From an optimization exercise on the open Yosys and OpenROAD flow, aimed at small area, a short achievable clock period and few clock cycles per item; shortcuts taken in it are not production practice.
In this exercise RTL edits were held to simulation tests only and were not proved equivalent to the original.

run A:
Design circular_alpha_mask_premultiply_unit, start of the top module:
module circular_alpha_mask_premultiply_unit (
  input  logic        clk,
  input  logic        rst_n,
  input  logic        cfg_we,
  input  logic [11:0] cfg_wdata,
  input  logic        in_valid,
  output logic        in_stall,
  input  logic [11:0] in_pos_x,
  input  logic [11:0] in_pos_y,
  input  logic [7:0]  in_blue_in,
  input  logic [7:0]  in_green_in,
  input  logic [7:0]  in_red_in,
  input  logic [7:0]  in_alpha_in,
  output logic        out_valid,
  input  logic        out_stall,
  output logic [7:0]  out_blue_out,
  output logic [7:0]  out_green_out,
  output logic [7:0]  out_red_out,
  output logic [7:0]  out_alpha_out,
  output logic [1:0]  out_region
);
Size in the first run: ~110 I/O pins, ~58000 um2 of cells after synthesis.
Settings: LEC_CHECK=0, CAP_MARGIN=5, CORE_MARGIN=2, CORE_UTILIZATION=60, SETUP_SLACK_MARGIN=3.8, SLEW_MARGIN=5; clock period 7.5 ns.
run.sh (not shown) runs the stock make flow with config.mk's settings and CLKGATE_MAP_FILE= SYNTH_SCRIPT=/design/flow/synth_recipe.tcl, a recipe that flattens the netlist after the stock synthesis.
Run A | stages: all done | timing, DRC, antenna: all pass
Testbench counts of run A, summed over its fixed seeds: cycles 12,400, items 12,288.
Setup changes, run A to run B
- CAP_MARGIN changed from 5 to 20
- SETUP_SLACK_MARGIN changed from 3.8 to 3.4
- CTS_CLUSTER_DIAMETER newly set to 100
- SLEW_MARGIN changed from 5 to 20
- CTS_CLUSTER_SIZE newly set to 24
==> notes.md <==
[compare] base=run A new=run B: overall fraction of global-route tracks in use lower, post-route cell area lower, length of routed met3 wiring higher, number of buffers inserted during clock tree synthesis lower, net total in the final layout lower.
The following lists how run C was set up differently from run B:
- SETUP_SLACK_MARGIN changed from 3.4 to 3.8
- TNS_END_PERCENT newly set to 5
Run comparison: run C uppermost layer routed met4; run B uppermost layer routed met5. Summary of run C over run B: final worst setup slack higher; area of all placed cells without fillers higher; post-detailed-route via-to-cell ratio roughly the same; count of clock-buffer cells in the layout lower. Worst setup skew after layout: run C < run B. Run B has lower met2 routed wirelength than run C.
The following lists how run D was set up differently from run C:
- putting PLACE_DENSITY at 0.75 where nothing was set
- clearing TNS_END_PERCENT, which used to be 5
- swapping 60 for 70 in CORE_UTILIZATION
==> notes.md <==
- Run D ended with more final critical-path required period than run C.
- In the final reports, the cell area of run D is larger than that of run C.
- The final layout from run D, which completed every stage, passed the timing, DRC and antenna checks at the end of the flow.
- Final worst setup slack: run D lower than run C

========
## the reference run
Another version of the RTL of circular_alpha_mask_premultiply_unit (not shown whole).
Size: ~110 I/O pins.
## circular_alpha_mask_premultiply_unit
module circular_alpha_mask_premultiply_unit (
  input  logic        clk,
  input  logic        rst_n,
  input  logic        cfg_we,
  input  logic [11:0] cfg_wdata,
  input  logic        in_valid,
  output logic        in_stall,
  input  logic [11:0] in_pos_x,
  input  logic [11:0] in_pos_y,
  input  logic [7:0]  in_blue_in,
  input  logic [7:0]  in_green_in,
  input  logic [7:0]  in_red_in,
  input  logic [7:0]  in_alpha_in,
  output logic        out_valid,
  input  logic        out_stall,
  output logic [7:0]  out_blue_out,
  output logic [7:0]  out_green_out,
  output logic [7:0]  out_red_out,
  output logic [7:0]  out_alpha_out,
  output logic [1:0]  out_region
);
Settings: LEC_CHECK=0, CAP_MARGIN=20, CORE_MARGIN=2, CORE_UTILIZATION=60, CTS_CLUSTER_DIAMETER=100, CTS_CLUSTER_SIZE=24, SETUP_SLACK_MARGIN=3.75, SLEW_MARGIN=20; clock period 7.5 ns.
The flow did not stop early for the reference run: all stages ran, and the layout cleared the timing, DRC and antenna checks.
Testbench counts of the reference run, summed over its fixed seeds: cycles 12,400, items 12,288.
Edits applied to the flow inputs when going from the reference run to the trial run:
Settings: swapping 3.75 for 3.6 in SETUP_SLACK_MARGIN.
Findings:
Routed wire length per instance shrinks slightly when moving from the reference run to the trial run. Taking the reference run as the reference point, the register fraction of the total cell area of the trial run rises by 0.69 points. Worst path setup slack after routing ended up 0.016 ns lower on the trial run than on the reference run. Average via count per standard cell of the reference run is on par with the trial run. In summary, the trial run completed successfully, with a layout that passed the timing, DRC and antenna checks.

========
Setup of job 101:
RTL: one of the versions met above, not the one the previous note started from.
Size in the first run: roughly 5200 cells after synthesis, roughly 870 flip-flops, roughly 110 I/O pins.
## circular_alpha_mask_premultiply_unit
module circular_alpha_mask_premultiply_unit (
  input  logic        clk,
  input  logic        rst_n,
  input  logic        cfg_we,
  input  logic [11:0] cfg_wdata,
  input  logic        in_valid,
  output logic        in_stall,
  input  logic [11:0] in_pos_x,
  input  logic [11:0] in_pos_y,
  input  logic [7:0]  in_blue_in,
  input  logic [7:0]  in_green_in,
  input  logic [7:0]  in_red_in,
  input  logic [7:0]  in_alpha_in,
  output logic        out_valid,
  input  logic        out_stall,
  output logic [7:0]  out_blue_out,
  output logic [7:0]  out_green_out,
  output logic [7:0]  out_red_out,
  output logic [7:0]  out_alpha_out,
  output logic [1:0]  out_region
);
==> flow/config.mk <==
export PLATFORM = sky130hd
export DESIGN_NAME = circular_alpha_mask_premultiply_unit
export DESIGN_NICKNAME = circular_alpha_mask_premultiply_unit
export VERILOG_FILES = /design/flow/design.v
export SDC_FILE = /design/flow/constraint.sdc
export NUM_CORES = 4
export LEC_CHECK = 0
export CAP_MARGIN = 20
export CORE_MARGIN = 2
export CORE_UTILIZATION = 60
export SETUP_SLACK_MARGIN = 4.0
export SLEW_MARGIN = 20
==> flow/constraint.sdc <==
create_clock -name core_clock -period 7.5 [get_ports {clk}]
set_input_delay 1.5000 -clock core_clock [delete_from_list [all_inputs] [get_ports {clk}]]
set_output_delay 1.5000 -clock core_clock [all_outputs]
set_load 0.01 [all_outputs]
Testbench counts of job 101, summed over its fixed seeds: cycles 12,400, items 12,288.
The following lists how job 102 was set up differently from job 101:
Settings: a change of SETUP_SLACK_MARGIN from 4.0 to 3.8.
--- outcome ---
Job 102: number of nets in the layout is about 1.6% lower than what job 101 reported.
Looking at job 102 and job 101, the register-to-register path setup slack is a wash.
Taking job 101 as the reference, in job 102 area added between synthesis and finish now smaller, number of buffer and inverter instances along the worst setup path comparable, achievable clock frequency comparable.
Changes observed in job 102 relative to job 101: wire length -3.7%, fraction of area in clock buffers and inverters ~0 delta, wire length on met1 -1.0%.
#### Input delta (job 103 over job 102)
Settings: CTS_CLUSTER_SIZE now 24, previously not set; SETUP_SLACK_MARGIN now 3.7, was 3.8; CTS_CLUSTER_DIAMETER now 100, previously not set.
Findings:
Having completed the whole flow, job 103 delivered a layout that passed the timing, DRC and antenna checks. Job 102 and job 103 ended up with roughly the same final critical-path setup slack. Sort job 102 and job 103 by global-route wire length before repair desc -> top: job 102. Number of H-tree levels ends up lower on job 103. Going from job 102 to job 103, total length of routed met2 wires went down by about 3.2%, logic depth of the worst register-to-register path shows an increase of 8, sequential share of layout area now larger.
#### Input delta (job 104 over job 103)
Settings: CTS_CLUSTER_SIZE: 24 -> 30; SETUP_SLACK_MARGIN: 3.7 -> 3.8; CTS_CLUSTER_DIAMETER: 100 -> 110.
Results
- Job 104 -> job 103: post-placement cell area flat
- Depth of the most critical reg-to-reg path (lower): job 103
- After synthesis and placement, the instance count of job 104 is above that of job 103.

========
circular_alpha_mask_premultiply_unit again, from the RTL that the note above started with.
export LEC_CHECK = 0
export CAP_MARGIN = 20
export CORE_MARGIN = 2
export CORE_UTILIZATION = 60
export CTS_CLUSTER_DIAMETER = 100
export CTS_CLUSTER_SIZE = 24
export SETUP_SLACK_MARGIN = 3.9
export SLEW_MARGIN = 20
create_clock -name core_clock -period 7.5 [get_ports {clk}]
Testbench counts at the start, summed over its fixed seeds: cycles 12,400, items 12,288.
Rerun with:
--- a/flow/config.mk
+++ b/flow/config.mk
@@ -11,4 +11,4 @@
 export CTS_CLUSTER_DIAMETER = 100
 export CTS_CLUSTER_SIZE = 24
-export SETUP_SLACK_MARGIN = 3.9
+export SETUP_SLACK_MARGIN = 3.6
 export SLEW_MARGIN = 20
- The changed run passed the timing, DRC and antenna checks
- synthesized cell count stays the same
- cell count falls by 2.5%
- global-route usage falls by 0.85 points
- clock skew falls by 0.0033 ns
- sequential share of layout area rises by 2.1 points
Rerun with:
--- a/flow/config.mk
+++ b/flow/config.mk
@@ -11,4 +11,4 @@
 export CTS_CLUSTER_DIAMETER = 100
 export CTS_CLUSTER_SIZE = 24
-export SETUP_SLACK_MARGIN = 3.6
+export SETUP_SLACK_MARGIN = 3.8
 export SLEW_MARGIN = 20
What happened: The changed run passed the timing, DRC and antenna checks. Via count went up by 1.0%. Wire length increases by 2.6%. Die area is unchanged. Synthesized cell count stays the same. Cell count increases by 1.5%.

-- re-timing with driven ports --
The results above use ideal ports. As a check the final layouts listed here were re-extracted and re-timed, cells and wires unchanged. Step 1 (the two cells are an assumption about what drives the block):
set clk [get_ports {clk}]
set_driving_cell -lib_cell sky130_fd_sc_hd__clkbuf_16 $clk
set_driving_cell -lib_cell sky130_fd_sc_hd__buf_2 [delete_from_list [all_inputs] $clk]
Step 2 also shifts input and output timing later by t, the mid clock arrival at the registers, as if the neighbouring blocks saw the same clock. a / b / c = no drivers / after step 1 / after step 2; a / b = the first two.
| run | t (ns) | setup slack, ns | hold WS [ns] | latest minus earliest clock arrival (ns) | worst data-port slew with drivers (ns) |
|---|---|---|---|---|---|
| run A | 0.739 | 3.748 / 3.748 / 3.395 | 0.410 / 0.410 / 0.410 | 0.036 / 0.036 | 0.07 |
| run B | 0.716 | 3.481 / 3.458 / 2.936 | 0.415 / 0.415 / 0.415 | 0.035 / 0.036 | 0.05 |
| run C | 0.718 | 3.707 / 3.707 / 3.079 | 0.418 / 0.418 / 0.418 | 0.032 / 0.032 | 0.05 |
| run D | 0.704 | 3.568 / 3.568 / 3.326 | 0.413 / 0.413 / 0.413 | 0.028 / 0.029 | 0.15 |
| the reference run | 0.720 | 3.695 / 3.695 / 3.392 | 0.408 / 0.408 / 0.408 | 0.030 / 0.030 | 0.17 |
| the trial run | 0.721 | 3.679 / 3.679 / 3.395 | 0.412 / 0.412 / 0.412 | 0.028 / 0.028 | 0.17 |
| job 101 | 0.762 | 3.751 / 3.751 / 3.479 | 0.405 / 0.405 / 0.405 | 0.065 / 0.066 | 0.11 |
| job 102 | 0.739 | 3.748 / 3.748 / 3.395 | 0.410 / 0.410 / 0.410 | 0.036 / 0.036 | 0.07 |
| job 103 | 0.729 | 3.746 / 3.746 / 3.207 | 0.414 / 0.414 / 0.414 | 0.036 / 0.036 | 0.05 |
| job 104 | 0.712 | 3.734 / 3.734 / 3.335 | 0.415 / 0.415 / 0.415 | 0.034 / 0.035 | 0.06 |
| the first run of note 4 | 0.734 | 3.734 / 3.734 / 3.487 | 0.413 / 0.413 / 0.413 | 0.029 / 0.029 | 0.07 |
| the second run of note 4 | 0.728 | 3.647 / 3.647 / 3.371 | 0.415 / 0.415 / 0.415 | 0.028 / 0.027 | 0.05 |
| the third run of note 4 | 0.721 | 3.768 / 3.768 / 3.321 | 0.401 / 0.401 / 0.401 | 0.042 / 0.042 | 0.07 |
After both steps every run listed still meets setup and hold. For run C, which loses most, drivers alone change the setup slack by 0.000 ns; drivers and shift together by -0.628 ns.
